This design comes from an exercise in tuning for small area and a short achievable clock period on the open sky130 flow, not from production work. At most, simulation tests tie the RTL to the original design; equivalence was not proved. No activity file was given, so power comes from the tool's default toggle rates.

==> inputs of quartz <==
==> flow/design.v <==
package instr_mem_pkg;
    localparam int              DEF_INSTR_WIDTH = 19;
    localparam int              DEF_DEPTH       = 128;
    localparam logic [18:0]     DEF_NOP_WORD    = 19'h0_0000;
endpackage
import instr_mem_pkg::*;
module instr_mem_array #(
    parameter int INSTR_WIDTH = DEF_INSTR_WIDTH,
    parameter int DEPTH       = DEF_DEPTH,
    parameter int AW          = $clog2(DEPTH)
) (
    input  logic                   clk,
    input  logic                   wr_en,
    input  logic [AW-1:0]          wr_addr,
    input  logic [INSTR_WIDTH-1:0] wr_dat,
    input  logic [AW-1:0]          rd_addr,
    output logic [INSTR_WIDTH-1:0] rd_dat
);
    logic [INSTR_WIDTH-1:0] mem_q [DEPTH];
    always_ff @(posedge clk) begin
        if (wr_en) begin
            mem_q[wr_addr] <= wr_dat;
        end
    end
    assign rd_dat = mem_q[rd_addr];
endmodule
import instr_mem_pkg::*;
module instr_fetch_mem #(
    parameter int                     INSTR_WIDTH = DEF_INSTR_WIDTH,
    parameter int                     DEPTH       = DEF_DEPTH,
    parameter int                     PC_WIDTH    = 32,
    parameter int                     WAIT_STATES = 1,
    parameter logic [INSTR_WIDTH-1:0] NOP_WORD    = INSTR_WIDTH'(DEF_NOP_WORD),
    localparam int                    AW          = $clog2(DEPTH)
) (
    input  logic                   CLK,
    input  logic                   RESET,
    input  logic [PC_WIDTH-1:0]    PC,
    input  logic                   READ,
    output logic [INSTR_WIDTH-1:0] INSTRUCTION,
    output logic                   VALID,
    output logic                   BUSYWAIT,
    output logic                   FAULT,
    input  logic                   LOAD_EN,
    input  logic [AW-1:0]          LOAD_ADDR,
    input  logic [INSTR_WIDTH-1:0] LOAD_DATA
);
    logic                   busy_q;    
    logic                   first_q;   
    logic [AW-1:0]          pc_q;      
    logic                   oor_q;     
    logic [INSTR_WIDTH-1:0] instr_q;
    logic                   valid_q;
    logic                   fault_q;
    logic [INSTR_WIDTH-1:0] rd_dat;
    logic                   accept;
    logic                   done;
    assign accept = READ && !busy_q;
    assign done   = busy_q && !first_q;
    instr_mem_array #(
        .INSTR_WIDTH (INSTR_WIDTH),
        .DEPTH       (DEPTH),
        .AW          (AW)
    ) u_array (
        .clk     (CLK),
        .wr_en   (LOAD_EN && !RESET),
        .wr_addr (LOAD_ADDR),
        .wr_dat  (LOAD_DATA),
        .rd_addr (pc_q),
        .rd_dat  (rd_dat)
    );
    always_ff @(posedge CLK) begin
        if (accept) begin
            pc_q  <= PC[AW-1:0];
            oor_q <= (PC >= PC_WIDTH'(DEPTH));
        end
    end
    always_ff @(posedge CLK) begin
        if (RESET) begin
            busy_q  <= 1'b0;
            first_q <= 1'b0;
            valid_q <= 1'b0;
            fault_q <= 1'b0;
            instr_q <= NOP_WORD;
        end else begin
            busy_q  <= accept || first_q;
            first_q <= accept;
            valid_q <= done;
            if (done) begin
                instr_q <= oor_q ? NOP_WORD : rd_dat;
                fault_q <= fault_q || oor_q;
            end
        end
    end
    assign INSTRUCTION = instr_q;
    assign VALID       = valid_q;
    assign BUSYWAIT    = busy_q;
    assign FAULT       = fault_q;
endmodule
==> flow/run.sh <==
#!/bin/bash
# synth_recipe.tcl (not shown) runs the flow's synth.tcl, then flattens the netlist and writes it again
# the make line also repeats each setting of config.mk as NAME=value (left out here)
make -C /OpenROAD-flow-scripts/flow DESIGN_CONFIG=/design/flow/config.mk WORK_HOME=/design/flow/orfs CLKGATE_MAP_FILE= SYNTH_SCRIPT=/design/flow/synth_recipe.tcl finish
==> flow/config.mk <==
export PLATFORM = sky130hd
export DESIGN_NAME = instr_fetch_mem
export DESIGN_NICKNAME = instr_fetch_mem
export VERILOG_FILES = /design/flow/design.v
export SDC_FILE = /design/flow/constraint.sdc
export NUM_CORES = 4
export LEC_CHECK = 0
export CAP_MARGIN = 20
export CORE_MARGIN = 2
export CORE_UTILIZATION = 45
export PLACE_DENSITY = 0.6
export SLEW_MARGIN = 20
==> flow/constraint.sdc <==
create_clock -name core_clock -period 4.5 [get_ports {CLK}]
set_input_delay 0.9000 -clock core_clock [delete_from_list [all_inputs] [get_ports {CLK}]]
set_output_delay 0.9000 -clock core_clock [all_outputs]
set_load 0.01 [all_outputs]
==> inputs of fjord, as changes to quartz <==
==> flow/design.v, changed modules only <==
module instr_mem_array #(
    parameter int INSTR_WIDTH = DEF_INSTR_WIDTH,
    parameter int DEPTH       = DEF_DEPTH,
    parameter int AW          = $clog2(DEPTH),
    parameter int NB          = 4,
    parameter int NC          = 4
) (
    input  logic                        clk,
    input  logic                        wr_en,
    input  logic [AW-1:0]               wr_addr,
    input  logic [INSTR_WIDTH-1:0]      wr_dat,
    input  logic [NC*DEPTH/NB-1:0]      rd_line,
    output logic [NB*INSTR_WIDTH-1:0]   rd_bank
);
    localparam int BD = DEPTH / NB;
    logic [INSTR_WIDTH-1:0] mem_q [DEPTH];
    always_ff @(posedge clk) begin
        if (wr_en) begin
            mem_q[wr_addr] <= wr_dat;
        end
    end
    always_comb begin
        for (int b = 0; b < NB; b++) begin
            rd_bank[b*INSTR_WIDTH +: INSTR_WIDTH] = '0;
            for (int i = 0; i < BD; i++) begin
                rd_bank[b*INSTR_WIDTH +: INSTR_WIDTH] = rd_bank[b*INSTR_WIDTH +: INSTR_WIDTH]
                    | (mem_q[b*BD+i] & {INSTR_WIDTH{rd_line[(b % NC)*BD+i]}});
            end
        end
    end
endmodule
module instr_fetch_mem #(
    parameter int                     INSTR_WIDTH = DEF_INSTR_WIDTH,
    parameter int                     DEPTH       = DEF_DEPTH,
    parameter int                     PC_WIDTH    = 32,
    parameter int                     WAIT_STATES = 1,
    parameter logic [INSTR_WIDTH-1:0] NOP_WORD    = INSTR_WIDTH'(DEF_NOP_WORD),
    localparam int                    AW          = $clog2(DEPTH)
) (
    input  logic                   CLK,
    input  logic                   RESET,
    input  logic [PC_WIDTH-1:0]    PC,
    input  logic                   READ,
    output logic [INSTR_WIDTH-1:0] INSTRUCTION,
    output logic                   VALID,
    output logic                   BUSYWAIT,
    output logic                   FAULT,
    input  logic                   LOAD_EN,
    input  logic [AW-1:0]          LOAD_ADDR,
    input  logic [INSTR_WIDTH-1:0] LOAD_DATA
);
    localparam int NB  = 4;                   
    localparam int NC  = 2;                   
    localparam int BD  = DEPTH / NB;          
    localparam int BW  = $clog2(BD);          
    localparam int NBW = $clog2(NB);
    logic                      busy_q;     
    logic                      first_q;    
    logic [AW-1:0]             pc_q;       
    logic                      oor_q;      
    logic                      oor2_q;     
    logic [NC*BD-1:0]          line_q;     
    logic [NB-1:0]             bank_q;     
    logic [NB-1:0]             bank2_q;    
    logic [NB*INSTR_WIDTH-1:0] cand_q;     
    logic                      byp_q;      
    logic [INSTR_WIDTH-1:0]    byp_dat_q;
    logic [INSTR_WIDTH-1:0]    instr_q;
    logic                      valid_q;
    logic                      fault_q;
    logic [NB*INSTR_WIDTH-1:0] rd_bank;
    logic [INSTR_WIDTH-1:0]    rd_dat;
    logic                      pc_oor;
    logic                      wr_en;
    logic                      accept;
    logic                      done;
    assign accept = READ && !busy_q;
    assign done   = busy_q && !first_q;
    assign wr_en  = LOAD_EN && !RESET;
    assign pc_oor = (PC >= PC_WIDTH'(DEPTH));
    instr_mem_array #(
        .INSTR_WIDTH (INSTR_WIDTH),
        .DEPTH       (DEPTH),
        .AW          (AW),
        .NB          (NB),
        .NC          (NC)
    ) u_array (
        .clk     (CLK),
        .wr_en   (wr_en),
        .wr_addr (LOAD_ADDR),
        .wr_dat  (LOAD_DATA),
        .rd_line (line_q),
        .rd_bank (rd_bank)
    );
    always_ff @(posedge CLK) begin
        pc_q   <= PC[AW-1:0];
        oor_q  <= pc_oor;
        oor2_q <= oor_q;
        for (int c = 0; c < NC; c++) begin
            for (int i = 0; i < BD; i++) begin
                line_q[c*BD+i] <= (PC[BW-1:0] == BW'(i)) && ((PC[AW-1:BW] % NC) == c)
                                  && ((NC < NB) || !pc_oor);
            end
        end
        for (int b = 0; b < NB; b++) begin
            bank_q[b] <= !pc_oor && (PC[AW-1:BW] == NBW'(b));
        end
        bank2_q   <= bank_q;
        cand_q    <= rd_bank;
        byp_q     <= wr_en && !oor_q && (LOAD_ADDR == pc_q);
        byp_dat_q <= LOAD_DATA;
    end
    always_comb begin
        rd_dat = '0;
        for (int b = 0; b < NB; b++) begin
            rd_dat = rd_dat | (cand_q[b*INSTR_WIDTH +: INSTR_WIDTH]
                               & {INSTR_WIDTH{(NC == NB) || bank2_q[b]}});
        end
        if (byp_q) rd_dat = byp_dat_q;
    end
    always_ff @(posedge CLK) begin
        if (RESET) begin
            busy_q  <= 1'b0;
            first_q <= 1'b0;
            valid_q <= 1'b0;
            fault_q <= 1'b0;
            instr_q <= NOP_WORD;
        end else begin
            busy_q  <= accept || first_q;
            first_q <= accept;
            valid_q <= done;
            if (done) begin
                instr_q <= rd_dat;
                fault_q <= fault_q || oor2_q;
            end
        end
    end
    assign INSTRUCTION = instr_q;
    assign VALID       = valid_q;
    assign BUSYWAIT    = busy_q;
    assign FAULT       = fault_q;
endmodule
--- a/flow/config.mk
+++ b/flow/config.mk
@@ -9,4 +9,7 @@
 export CORE_MARGIN = 2
-export CORE_UTILIZATION = 45
-export PLACE_DENSITY = 0.6
+export CORE_UTILIZATION = 70
+export CTS_CLUSTER_DIAMETER = 60
+export CTS_CLUSTER_SIZE = 30
+export PLACE_DENSITY = 0.8
+export SETUP_SLACK_MARGIN = 2.4
 export SLEW_MARGIN = 20
==> inputs of nickel, as changes to quartz <==
==> flow/design.v, changed modules only <==
module instr_mem_array #(
    parameter int INSTR_WIDTH = DEF_INSTR_WIDTH,
    parameter int DEPTH       = DEF_DEPTH,
    parameter int AW          = $clog2(DEPTH),
    parameter int NB          = 4,
    parameter int NC          = 4
) (
    input  logic                        clk,
    input  logic                        wr_en,
    input  logic [AW-1:0]               wr_addr,
    input  logic [INSTR_WIDTH-1:0]      wr_dat,
    input  logic [NC*DEPTH/NB-1:0]      rd_line,
    output logic [NB*INSTR_WIDTH-1:0]   rd_bank
);
    localparam int BD = DEPTH / NB;
    logic [INSTR_WIDTH-1:0] mem_q [DEPTH];
    always_ff @(posedge clk) begin
        if (wr_en) begin
            mem_q[wr_addr] <= wr_dat;
        end
    end
    always_comb begin
        for (int b = 0; b < NB; b++) begin
            rd_bank[b*INSTR_WIDTH +: INSTR_WIDTH] = '0;
            for (int i = 0; i < BD; i++) begin
                rd_bank[b*INSTR_WIDTH +: INSTR_WIDTH] = rd_bank[b*INSTR_WIDTH +: INSTR_WIDTH]
                    | (mem_q[b*BD+i] & {INSTR_WIDTH{rd_line[(b % NC)*BD+i]}});
            end
        end
    end
endmodule
module instr_fetch_mem #(
    parameter int                     INSTR_WIDTH = DEF_INSTR_WIDTH,
    parameter int                     DEPTH       = DEF_DEPTH,
    parameter int                     PC_WIDTH    = 32,
    parameter int                     WAIT_STATES = 1,
    parameter logic [INSTR_WIDTH-1:0] NOP_WORD    = INSTR_WIDTH'(DEF_NOP_WORD),
    localparam int                    AW          = $clog2(DEPTH)
) (
    input  logic                   CLK,
    input  logic                   RESET,
    input  logic [PC_WIDTH-1:0]    PC,
    input  logic                   READ,
    output logic [INSTR_WIDTH-1:0] INSTRUCTION,
    output logic                   VALID,
    output logic                   BUSYWAIT,
    output logic                   FAULT,
    input  logic                   LOAD_EN,
    input  logic [AW-1:0]          LOAD_ADDR,
    input  logic [INSTR_WIDTH-1:0] LOAD_DATA
);
    localparam int NB  = 4;                   
    localparam int NC  = 2;                   
    localparam int BD  = DEPTH / NB;          
    localparam int BW  = $clog2(BD);          
    localparam int NBW = $clog2(NB);
    logic                      busy_q;     
    logic                      first_q;    
    logic [AW-1:0]             pc_q;       
    logic                      oor_q;      
    logic                      oor2_q;     
    logic [NC*BD-1:0]          line_q;     
    logic [NB-1:0]             bank_q;     
    logic [NB-1:0]             bank2_q;    
    logic [NB*INSTR_WIDTH-1:0] cand_q;     
    logic                      byp_q;      
    logic [INSTR_WIDTH-1:0]    byp_dat_q;
    logic [INSTR_WIDTH-1:0]    instr_q;
    logic                      valid_q;
    logic                      fault_q;
    logic [NB*INSTR_WIDTH-1:0] rd_bank;
    logic [INSTR_WIDTH-1:0]    rd_dat;
    logic                      pc_oor;
    logic                      wr_en;
    logic                      accept;
    logic                      done;
    assign accept = READ && !busy_q;
    assign done   = busy_q && !first_q;
    assign wr_en  = LOAD_EN && !RESET;
    assign pc_oor = (PC >= PC_WIDTH'(DEPTH));
    instr_mem_array #(
        .INSTR_WIDTH (INSTR_WIDTH),
        .DEPTH       (DEPTH),
        .AW          (AW),
        .NB          (NB),
        .NC          (NC)
    ) u_array (
        .clk     (CLK),
        .wr_en   (wr_en),
        .wr_addr (LOAD_ADDR),
        .wr_dat  (LOAD_DATA),
        .rd_line (line_q),
        .rd_bank (rd_bank)
    );
    always_ff @(posedge CLK) begin
        pc_q   <= PC[AW-1:0];
        oor_q  <= pc_oor;
        oor2_q <= oor_q;
        for (int c = 0; c < NC; c++) begin
            for (int i = 0; i < BD; i++) begin
                line_q[c*BD+i] <= (PC[BW-1:0] == BW'(i)) && ((PC[AW-1:BW] % NC) == c)
                                  && ((NC < NB) || !pc_oor);
            end
        end
        for (int b = 0; b < NB; b++) begin
            bank_q[b] <= !pc_oor && (PC[AW-1:BW] == NBW'(b));
        end
        bank2_q   <= bank_q;
        cand_q    <= rd_bank;
        byp_q     <= wr_en && !oor_q && (LOAD_ADDR == pc_q);
        byp_dat_q <= LOAD_DATA;
    end
    always_comb begin
        rd_dat = '0;
        for (int b = 0; b < NB; b++) begin
            rd_dat = rd_dat | (cand_q[b*INSTR_WIDTH +: INSTR_WIDTH]
                               & {INSTR_WIDTH{(NC == NB) || bank2_q[b]}});
        end
        if (byp_q) rd_dat = byp_dat_q;
    end
    always_ff @(posedge CLK) begin
        if (RESET) begin
            busy_q  <= 1'b0;
            first_q <= 1'b0;
            valid_q <= 1'b0;
            fault_q <= 1'b0;
            instr_q <= NOP_WORD;
        end else begin
            busy_q  <= accept || first_q;
            first_q <= accept;
            valid_q <= done;
            if (done) begin
                instr_q <= rd_dat;
                fault_q <= fault_q || oor2_q;
            end
        end
    end
    assign INSTRUCTION = instr_q;
    assign VALID       = valid_q;
    assign BUSYWAIT    = busy_q;
    assign FAULT       = fault_q;
endmodule
--- a/flow/config.mk
+++ b/flow/config.mk
@@ -9,4 +9,7 @@
 export CORE_MARGIN = 2
-export CORE_UTILIZATION = 45
-export PLACE_DENSITY = 0.6
+export CORE_UTILIZATION = 65
+export CTS_CLUSTER_DIAMETER = 100
+export CTS_CLUSTER_SIZE = 25
+export PLACE_DENSITY = 0.8
+export SETUP_SLACK_MARGIN = 2.4
 export SLEW_MARGIN = 20
==> out/qor.txt <==
Seq pwr = 0.0254 W
Clock sinks = 2470
Compound-gate portion of the synthesized area = 0.0236
Critical Path AT = 4.45 ns
Max Freq = 271 MHz
Share of layout cells above drive strength 1 = 0.287
Clk buf depth = 4
Post-Place Cell Area = 100000 um^2
Hold Crit Depth = 1
Most frequent cells in the layout = edfxtp_1 (2440), mux4_2 (561), clkbuf_16 (283), buf_4 (252), mux2i_1 (236)
Status = complete, no violations
Switch share = 0.219
Power per Cell Area = 461 nW/um^2
First-pass GRT wire length = 346 mm
(the above is from quartz)
==> out/qor.txt <==
First-pass GRT wire length = 411 mm
Share of layout cells above drive strength 1 = 0.162
Max Freq = 443 MHz
Post-Place Cell Area = 96700 um^2
Most frequent cells in the layout = edfxtp_1 (2432), a22oi_1 (1171), nand4_1 (312), buf_4 (177), buf_6 (126)
Critical Path AT = 1.36 ns
Status = complete, no violations
Seq pwr = 0.0269 W
Clk buf depth = 3
Max-Cap Viols = 0
Switch share = 0.207
Post-synth top area share = 0.795
Compound-gate portion of the synthesized area = 0.105
Htree depth = 3
Synth cell types = 32
Nonclk buf count = 414
Power per Cell Area = 394 nW/um^2
(the above is from nickel)
==> out/qor.txt <==
Status = complete, no violations
First-pass GRT wire length = 409 mm
Routability Congestion = 0.937
Post-Place Cell Area = 96500 um^2
Compound-gate portion of the synthesized area = 0.105
Switch share = 0.215
Clk buf depth = 3
Hold Crit Depth = 4
Critical Path AT = 1.37 ns
RSZ-0062 raised after global routing = yes
Seq pwr = 0.0269 W
Max Freq = 440 MHz
Tap cells = 1742
Power per Cell Area = 414 nW/um^2
(the above is from fjord)
Only the layout flow was run in quartz; the RTL was not checked for function there.

static timing again, ports no longer ideal:
How much do the figures lean on ideal ports? The routed layouts below were timed once more, with nothing changed but the port constraints. Step 1 (the two cells are an assumption about what drives the block):
set clk [get_ports {CLK}]
set_driving_cell -lib_cell sky130_fd_sc_hd__clkbuf_16 $clk
set_driving_cell -lib_cell sky130_fd_sc_hd__buf_2 [delete_from_list [all_inputs] $clk]
Step 2 adds t to the input delays and takes it off the output delays; t is the mean of the earliest and latest rising clock arrival at the registers after step 1. Input paths then give back, and output paths get back, about the clock's delay inside the block. Slacks: ideal ports / drivers / drivers and shift; pairs: ideal ports / drivers.
run	t (ns)	setup slack, ns	hold slack, ns
quartz	0.986	0.816 / 0.816 / 0.148	0.476 / 0.452 / 0.476
fjord	0.911	2.227 / 2.143 / 1.405	0.444 / 0.463 / 0.473
nickel	0.868	2.240 / 2.163 / 1.466	0.332 / 0.332 / 0.332
After both steps every run listed still meets setup and hold. For fjord, which loses most, drivers alone change the setup slack by -0.084 ns; drivers and shift together by -0.822 ns.
